This is an optimization exercise on Yosys and OpenROAD, whose aim is small area and a short achievable clock period, not a production implementation.
At most, simulation tests tie the RTL to the original design; equivalence was not proved.

==> 01-11 <==
// mac_pipe_nxn
module mac_pipe_nxn #(
    parameter int unsigned DW    = 32,
    parameter int unsigned LAT   = 3,
    parameter int unsigned GUARD = 8
) (
    input  logic                  i_clk,
    input  logic                  i_rstn,
    input  logic                  i_valid,
    output logic                  o_ready,
    input  logic                  i_multa_ns,
    input  logic                  i_multb_ns,
    input  logic [DW-1:0]         i_multa,
    input  logic [DW-1:0]         i_multb,
    input  logic                  i_acc_en,
    input  logic                  i_acc_clr,
    output logic                  o_valid,
    input  logic                  i_ready,
    output logic [2*DW-1:0]       o_product,
    output logic [2*DW+GUARD-1:0] o_acc,
    output logic                  o_acc_ovf
);
    logic advance;
    assign advance = !(o_valid && !i_ready);
    assign o_ready = advance;
    logic        r1_vld;
    logic [31:0] r1_a_n;
    logic        r1_ea_n, r1_sxen, r1_en, r1_clr;
    logic [16:0] r1_one_n, r1_neg;
    logic [15:0] r1_two_n;
    logic [34:0] bx;
    logic [16:0] d_one, d_neg, d_two;
    assign bx = {{2{i_multb_ns & i_multb[31]}}, i_multb, 1'b0};
    always_comb begin
        for (int i = 0; i < 17; i++) begin
            d_neg[i] = bx[2*i+2];
            d_one[i] = bx[2*i+1] ^ bx[2*i];
            d_two[i] = (bx[2*i+2] & ~bx[2*i+1] & ~bx[2*i]) |
                       (~bx[2*i+2] & bx[2*i+1] & bx[2*i]);
        end
    end
    always_ff @(posedge i_clk or negedge i_rstn) begin
        if (!i_rstn) r1_vld <= 1'b0;
        else if (advance) r1_vld <= i_valid;
    end
    always_ff @(posedge i_clk) begin
        if (advance || !r1_vld) begin
            r1_a_n   <= ~i_multa;
            r1_ea_n  <= ~(i_multa_ns & i_multa[31]);
            r1_one_n <= ~d_one;
            r1_two_n <= ~d_two[15:0];
            r1_neg   <= d_neg;
            r1_sxen <= (i_multa_ns | i_multb_ns) & i_acc_en;
            r1_en   <= i_acc_en;
            r1_clr  <= i_acc_clr;
        end
    end
    logic [63:0]      mul_s;
    logic [18-1:0] mul_c;
    wire pp0_0 = ((~((r1_one_n[0] | r1_a_n[0]))) ^ r1_neg[0]);
    wire pp0_1 = ((~((r1_one_n[0] | r1_a_n[1]) & (r1_two_n[0] | r1_a_n[0]))) ^ r1_neg[0]);
  ...
Settings: LEC_CHECK=0, ABC_AREA=1, CAP_MARGIN=20, CORE_MARGIN=2, CORE_UTILIZATION=60, SLEW_MARGIN=20, SYNTH_HIERARCHICAL=1, SYNTH_MINIMUM_KEEP_SIZE=0; clock period 12.5 ns.
standard.sh (not shown) runs the stock make flow with config.mk's settings and CLKGATE_MAP_FILE= SYNTH_SCRIPT=/design/flow/synth_recipe.tcl, a recipe that flattens the netlist after the stock synthesis.
==> flow/flow/run.sh <==
#!/bin/bash
# Layout flow: the standard flow (standard.sh runs every ORFS step from synthesis to
# finish) with these settings changed:
#  - the ports are buffered with sky130_fd_sc_hd__buf_1 cells (buffer_ports -buffer_cell);
#  - the timing repair steps aim for 7.1 ns of setup slack (SETUP_SLACK_MARGIN);
#  - clock tree synthesis: -sink_clustering_enable -repair_clock_nets -buf_list sky130_fd_sc_hd__clkbuf_4 -dont_use_dummy_load
# The constraints (clock period, input and output delays, loads) are the standard flow's, unchanged.
# make's output goes to make_finish.log; each ORFS step logs to orfs/logs/.
set -euo pipefail
bash standard.sh "BUFFER_PORTS_ARGS=-buffer_cell sky130_fd_sc_hd__buf_1" "SETUP_SLACK_MARGIN=7.1" \
  "CTS_ARGS=-sink_clustering_enable -repair_clock_nets -buf_list sky130_fd_sc_hd__clkbuf_4 -dont_use_dummy_load" finish > make_finish.log 2>&1
==> 07-16: changes against 01-11 <==
==> flow/flow/run.sh (replaced) <==
#!/bin/bash
# Layout flow: the standard flow (standard.sh runs every ORFS step from synthesis to
# finish) with these settings changed:
#  - the ports are buffered with sky130_fd_sc_hd__buf_1 cells (buffer_ports -buffer_cell);
#  - the timing repair steps aim for 7.1 ns of setup slack (SETUP_SLACK_MARGIN);
#  - clock tree synthesis: -sink_clustering_enable -repair_clock_nets -buf_list sky130_fd_sc_hd__clkbuf_4 -dont_use_dummy_load -sink_clustering_size 8 -sink_clustering_max_diameter 50
# The constraints (clock period, input and output delays, loads) are the standard flow's, unchanged.
# make's output goes to make_finish.log; each ORFS step logs to orfs/logs/.
set -euo pipefail
bash standard.sh "BUFFER_PORTS_ARGS=-buffer_cell sky130_fd_sc_hd__buf_1" "SETUP_SLACK_MARGIN=7.1" \
  "CTS_ARGS=-sink_clustering_enable -repair_clock_nets -buf_list sky130_fd_sc_hd__clkbuf_4 -dont_use_dummy_load -sink_clustering_size 8 -sink_clustering_max_diameter 50" finish > make_finish.log 2>&1
--- a/flow/config.mk
+++ b/flow/config.mk
@@ -8,6 +8,6 @@
 export ABC_AREA = 1
-export CAP_MARGIN = 20
+export CAP_MARGIN = 0
 export CORE_MARGIN = 2
-export CORE_UTILIZATION = 60
-export SLEW_MARGIN = 20
+export CORE_UTILIZATION = 70
+export SLEW_MARGIN = 0
 export SYNTH_HIERARCHICAL = 1
==> impl_metrics.yaml <==
timing:
  clock_skew_ps: 63.5
grt:
  grt_pass1_vias: 30900
  antenna_found_initial: 2
outcome:
  outcome: "complete, no violations"
critical_path:
  reg2reg_from: "r1_a_n[22]$_DFFE_PP_"
the above is filed under 07-16

==> impl_metrics.yaml <==
outcome:
  outcome: "complete, no violations"
timing:
  clock_skew_ps: 109
grt:
  grt_pass1_vias: 31100
  antenna_found_initial: 3
critical_path:
  reg2reg_from: "r1_a_n[11]$_DFFE_PP_"
cts:
  root_buffer: "clkbuf_4"
the above is filed under 01-11


==> run a: inputs <==
Another version of the RTL of mac_pipe_nxn (not shown whole).
export LEC_CHECK = 0
export ABC_AREA = 1
export CAP_MARGIN = 20
export CORE_MARGIN = 2
export CORE_UTILIZATION = 60
export SLEW_MARGIN = 20
export SYNTH_HIERARCHICAL = 1
export SYNTH_MINIMUM_KEEP_SIZE = 0
create_clock -name core_clock -period 12.5 [get_ports {i_clk}]
==> flow/flow/run.sh <==
#!/bin/bash
# Layout flow: the standard flow (standard.sh runs every ORFS step from synthesis to
# finish) with these settings changed:
#  - the ports are buffered with sky130_fd_sc_hd__buf_1 cells (buffer_ports -buffer_cell);
#  - the timing repair steps aim for 7.1 ns of setup slack (SETUP_SLACK_MARGIN);
#  - clock tree synthesis: -sink_clustering_enable -repair_clock_nets -buf_list sky130_fd_sc_hd__clkbuf_4 -dont_use_dummy_load
# The constraints (clock period, input and output delays, loads) are the standard flow's, unchanged.
# make's output goes to make_finish.log; each ORFS step logs to orfs/logs/.
set -euo pipefail
bash standard.sh "BUFFER_PORTS_ARGS=-buffer_cell sky130_fd_sc_hd__buf_1" "SETUP_SLACK_MARGIN=7.1" \
  "CTS_ARGS=-sink_clustering_enable -repair_clock_nets -buf_list sky130_fd_sc_hd__clkbuf_4 -dont_use_dummy_load" finish > make_finish.log 2>&1
==> run b (differences from run a) <==
--- a/flow/design.v
+++ b/flow/design.v
@@ -21,41 +21,41 @@
 );
     logic advance;
     assign advance = !(o_valid && !i_ready);
     assign o_ready = advance;
     logic        r1_vld;
-    logic [31:0] r1_a_n, r1_b;
-    logic        r1_ea_n, r1_eb, r1_sxen, r1_en, r1_clr;
+    logic [31:0] r1_a_n;
+    logic        r1_ea_n, r1_sxen, r1_en, r1_clr;
+    logic [16:0] r1_one_n, r1_neg;
+    logic [15:0] r1_two_n;
+    logic [34:0] bx;
+    logic [16:0] d_one, d_neg, d_two;
+    assign bx = {{2{i_multb_ns & i_multb[31]}}, i_multb, 1'b0};
+    always_comb begin
+        for (int i = 0; i < 17; i++) begin
+            d_neg[i] = bx[2*i+2];
+            d_one[i] = bx[2*i+1] ^ bx[2*i];
+            d_two[i] = (bx[2*i+2] & ~bx[2*i+1] & ~bx[2*i]) |
+                       (~bx[2*i+2] & bx[2*i+1] & bx[2*i]);
+        end
+    end
     always_ff @(posedge i_clk or negedge i_rstn) begin
         if (!i_rstn) r1_vld <= 1'b0;
         else if (advance) r1_vld <= i_valid;
     end
     always_ff @(posedge i_clk) begin
         if (advance || !r1_vld) begin
-            r1_a_n  <= ~i_multa;
-            r1_ea_n <= ~(i_multa_ns & i_multa[31]);
-            r1_b    <= i_multb;
-            r1_eb   <= i_multb_ns & i_multb[31];
+            r1_a_n   <= ~i_multa;
+            r1_ea_n  <= ~(i_multa_ns & i_multa[31]);
+            r1_one_n <= ~d_one;
+            r1_two_n <= ~d_two[15:0];
+            r1_neg   <= d_neg;
             r1_sxen <= (i_multa_ns | i_multb_ns) & i_acc_en;
             r1_en   <= i_acc_en;
             r1_clr  <= i_acc_clr;
         end
     end
-    logic [34:0] bx;
-    logic [16:0] r1_one_n, r1_neg;
-    logic [15:0] r1_two_n;
-    logic [16:0] d_two;
-    assign bx = {{2{r1_eb}}, r1_b, 1'b0};
-    always_comb begin
-        for (int i = 0; i < 17; i++) begin
-            r1_neg[i]   = bx[2*i+2];
-            r1_one_n[i] = ~(bx[2*i+1] ^ bx[2*i]);
-            d_two[i]    = (bx[2*i+2] & ~bx[2*i+1] & ~bx[2*i]) |
-                          (~bx[2*i+2] & bx[2*i+1] & bx[2*i]);
-        end
-    end
-    assign r1_two_n = ~d_two[15:0];
     logic [63:0]      mul_s;
     logic [27-1:0] mul_c;
     wire pp0_0 = ((~((r1_one_n[0] | r1_a_n[0]))) ^ r1_neg[0]);
     wire pp0_1 = ((~((r1_one_n[0] | r1_a_n[1]) & (r1_two_n[0] | r1_a_n[0]))) ^ r1_neg[0]);
     wire pp0_2 = ((~((r1_one_n[0] | r1_a_n[2]) & (r1_two_n[0] | r1_a_n[1]))) ^ r1_neg[0]);
@@ -991,11 +991,11 @@
     logic s357, c358;
     mac_fa u_s357 (.a(s349), .b(s351), .c(c330), .s(s357), .co(c358));
     logic s359, c360;
     mac_fa u_s359 (.a(s353), .b(c332), .c(s355), .s(s359), .co(c360));
     logic s361, c362;
-    mac_fa u_s361 (.a(c334), .b(s357), .c(s359), .s(s361), .co(c362));
+    mac_fa u_s361 (.a(s357), .b(c334), .c(s359), .s(s361), .co(c362));
     logic s363, c364;
     mac_ha u_s363 (.a(c336), .b(s361), .s(s363), .co(c364));
     logic s365, c366;
     mac_fa u_s365 (.a(r1_neg[14]), .b(pp0_28), .c(pp1_26), .s(s365), .co(c366));
     logic s367, c368;
@@ -1019,11 +1019,11 @@
     logic s385, c386;
     mac_fa u_s385 (.a(s379), .b(c354), .c(c356), .s(s385), .co(c386));
     logic s387, c388;
     mac_fa u_s387 (.a(s381), .b(s383), .c(c358), .s(s387), .co(c388));
     logic s389, c390;
-    mac_fa u_s389 (.a(c360), .b(s385), .c(s387), .s(s389), .co(c390));
+    mac_fa u_s389 (.a(s385), .b(c360), .c(s387), .s(s389), .co(c390));
     logic s391, c392;
     mac_ha u_s391 (.a(c362), .b(c364), .s(s391), .co(c392));
     logic s393, c394;
     mac_fa u_s393 (.a(pp0_29), .b(pp1_27), .c(pp2_25), .s(s393), .co(c394));
     logic s395, c396;
@@ -1171,11 +1171,11 @@
     logic s537, c538;
     mac_fa u_s537 (.a(s531), .b(c500), .c(c502), .s(s537), .co(c538));
     logic s539, c540;
     mac_fa u_s539 (.a(s533), .b(s535), .c(c504), .s(s539), .co(c540));
     logic s541, c542;
-    mac_fa u_s541 (.a(c506), .b(s537), .c(s539), .s(s541), .co(c542));
+    mac_fa u_s541 (.a(s537), .b(c506), .c(s539), .s(s541), .co(c542));
     logic s543, c544;
     mac_fa u_s543 (.a(c508), .b(s541), .c(c510), .s(s543), .co(c544));
     wire s545 = ~(pp1_32 ^ pp2_30);
     wire c546 = pp1_32 | pp2_30;
     logic s547, c548;
@@ -1233,11 +1233,11 @@
     logic s599, c600;
     mac_fa u_s599 (.a(c564), .b(c566), .c(s593), .s(s599), .co(c600));
     logic s601, c602;
     mac_fa u_s601 (.a(c568), .b(s595), .c(s597), .s(s601), .co(c602));
     logic s603, c604;
-    mac_fa u_s603 (.a(c570), .b(s599), .c(s601), .s(s603), .co(c604));
+    mac_fa u_s603 (.a(s599), .b(c570), .c(s601), .s(s603), .co(c604));
     logic s605, c606;
     mac_fa u_s605 (.a(c572), .b(s603), .c(c574), .s(s605), .co(c606));
     wire s607 = ~(pp2_32 ^ pp3_30);
     wire c608 = pp2_32 | pp3_30;
     logic s609, c610;
@@ -1291,11 +1291,11 @@
     logic s657, c658;
     mac_fa u_s657 (.a(s651), .b(c624), .c(c626), .s(s657), .co(c658));
     logic s659, c660;
     mac_fa u_s659 (.a(s653), .b(s655), .c(c628), .s(s659), .co(c660));
     logic s661, c662;
-    mac_fa u_s661 (.a(c630), .b(s657), .c(c632), .s(s661), .co(c662));
+    mac_fa u_s661 (.a(s657), .b(c630), .c(c632), .s(s661), .co(c662));
     logic s663, c664;
     mac_fa u_s663 (.a(s659), .b(c634), .c(s661), .s(s663), .co(c664));
     wire s665 = ~(pp3_32 ^ pp4_30);
     wire c666 = pp3_32 | pp4_30;
     logic s667, c668;
@@ -1345,11 +1345,11 @@
     logic s711, c712;
     mac_fa u_s711 (.a(s703), .b(s705), .c(c682), .s(s711), .co(c712));
     logic s713, c714;
     mac_fa u_s713 (.a(s707), .b(c684), .c(s709), .s(s713), .co(c714));
     logic s715, c716;
-    mac_fa u_s715 (.a(c686), .b(s711), .c(s713), .s(s715), .co(c716));
+    mac_fa u_s715 (.a(s711), .b(c686), .c(s713), .s(s715), .co(c716));
     logic s717, c718;
     mac_fa u_s717 (.a(c688), .b(s715), .c(c690), .s(s717), .co(c718));
     wire s719 = ~(pp4_32 ^ pp5_30);
     wire c720 = pp4_32 | pp5_30;
     logic s721, c722;
@@ -1371,11 +1371,11 @@
     logic s737, c738;
     mac_fa u_s737 (.a(s731), .b(c708), .c(c710), .s(s737), .co(c738));
     logic s739, c740;
     mac_fa u_s739 (.a(s733), .b(s735), .c(c712), .s(s739), .co(c740));
     logic s741, c742;
-    mac_fa u_s741 (.a(c714), .b(s737), .c(s739), .s(s741), .co(c742));
+    mac_fa u_s741 (.a(s737), .b(c714), .c(s739), .s(s741), .co(c742));
     logic s743, c744;
     mac_ha u_s743 (.a(c716), .b(s741), .s(s743), .co(c744));
     logic s745, c746;
     mac_fa u_s745 (.a(pp4_33), .b(pp5_31), .c(pp6_29), .s(s745), .co(c746));
     logic s747, c748;
@@ -1441,13 +1441,13 @@
     logic s807, c808;
     mac_fa u_s807 (.a(c780), .b(c782), .c(s801), .s(s807), .co(c808));
     logic s809, c810;
     mac_fa u_s809 (.a(s803), .b(c784), .c(s805), .s(s809), .co(c810));
     logic s811, c812;
-    mac_fa u_s811 (.a(c786), .b(s807), .c(c788), .s(s811), .co(c812));
+    mac_fa u_s811 (.a(c786), .b(s807), .c(s809), .s(s811), .co(c812));
     logic s813, c814;
-    mac_fa u_s813 (.a(s809), .b(c790), .c(s811), .s(s813), .co(c814));
+    mac_fa u_s813 (.a(c788), .b(s811), .c(c790), .s(s813), .co(c814));
     wire s815 = ~(pp6_32 ^ pp7_30);
     wire c816 = pp6_32 | pp7_30;
     logic s817, c818;
     mac_fa u_s817 (.a(pp8_28), .b(pp9_26), .c(pp10_24), .s(s817), .co(c818));
     logic s819, c820;
@@ -1587,11 +1587,11 @@
     logic s953, c954;
     mac_fa u_s953 (.a(s947), .b(c936), .c(c938), .s(s953), .co(c954));
     logic s955, c956;
     mac_fa u_s955 (.a(s949), .b(s951), .c(c940), .s(s955), .co(c956));
     logic s957, c958;
-    mac_fa u_s957 (.a(s953), .b(c942), .c(s955), .s(s957), .co(c958));
+    mac_fa u_s957 (.a(s953), .b(s955), .c(c942), .s(s957), .co(c958));
     wire s959 = ~(pp10_32 ^ pp11_30);
     wire c960 = pp10_32 | pp11_30;
     logic s961, c962;
     mac_fa u_s961 (.a(pp12_28), .b(pp13_26), .c(pp14_24), .s(s961), .co(c962));
     logic s963, c964;
@@ -1613,11 +1613,11 @@
     logic s979, c980;
     mac_fa u_s979 (.a(s973), .b(s975), .c(c964), .s(s979), .co(c980));
     logic s981, c982;
     mac_fa u_s981 (.a(c966), .b(s977), .c(c968), .s(s981), .co(c982));
     logic s983, c984;
-    mac_fa u_s983 (.a(s979), .b(c970), .c(s981), .s(s983), .co(c984));
+    mac_fa u_s983 (.a(s979), .b(s981), .c(c970), .s(s983), .co(c984));
     wire s985 = ~(pp11_32 ^ pp12_30);
     wire c986 = pp11_32 | pp12_30;
     logic s987, c988;
     mac_fa u_s987 (.a(pp13_28), .b(pp14_26), .c(pp15_24), .s(s987), .co(c988));
     logic s989, c990;
==> comparison <==
Of run b and run a, run a has the higher global-route usage (gap 5.3 points). Against run a, the area after synthesis of run b is larger by 2.0%. Against run a, the sequential cell count of run b is higher by 17. Against run a, the critical path depth of run b is lower by 13. Against run a, the non-clock buffer count of run b is lower by 154. In run b the via count is lower than in run a, by 5.9%. Between run a and run b, the lower sequential share of layout area is in run a (gap 2.6 points). Of run a and run b, run b has the higher fmax (gap 1.8%, measured against run b).
No run of this note included a check of the RTL's function; only the layout flow was run.

-- afterwards: timing with drivers on the ports --
The results above use ideal ports. As a check the final layouts listed here were re-extracted and re-timed, cells and wires unchanged. Step 1 sets driving cells, clkbuf_16 on the clock port and buf_2 on the other inputs (assumed; they add their load-dependent delay and slew). Step 2 moves the port delays by t, midway between the first and last clock arrival at a register: inputs arrive t later, outputs are due t later. That takes back most of the time a late clock gives input paths. a / b / c = no drivers / after step 1 / after step 2; a / b = the first two.
| run | t, ns | slack for setup (ns) | worst hold slack (ns) | worst register clock-pin slew, ns | worst data-port slew with drivers (ns) |
|---|---|---|---|---|---|
| 01-11 | 0.870 | 7.123 / 7.103 / 7.103 | 0.421 / 0.421 / 0.421 | 0.07 / 0.07 | 0.05 |
| 07-16 | 0.862 | 7.123 / 7.090 / 7.090 | 0.439 / 0.439 / 0.439 | 0.10 / 0.10 | 0.04 |
| run a | 0.890 | 7.005 / 7.005 / 7.005 | 0.408 / 0.408 / 0.408 | 0.08 / 0.08 | 0.07 |
| run b | 0.898 | 7.105 / 7.074 / 7.074 | 0.427 / 0.427 / 0.427 | 0.07 / 0.07 | 0.05 |
After both steps every run listed still meets setup and hold. The setup slack of 07-16, which loses most, moves by -0.033 ns with the drivers and by -0.033 ns with both steps.
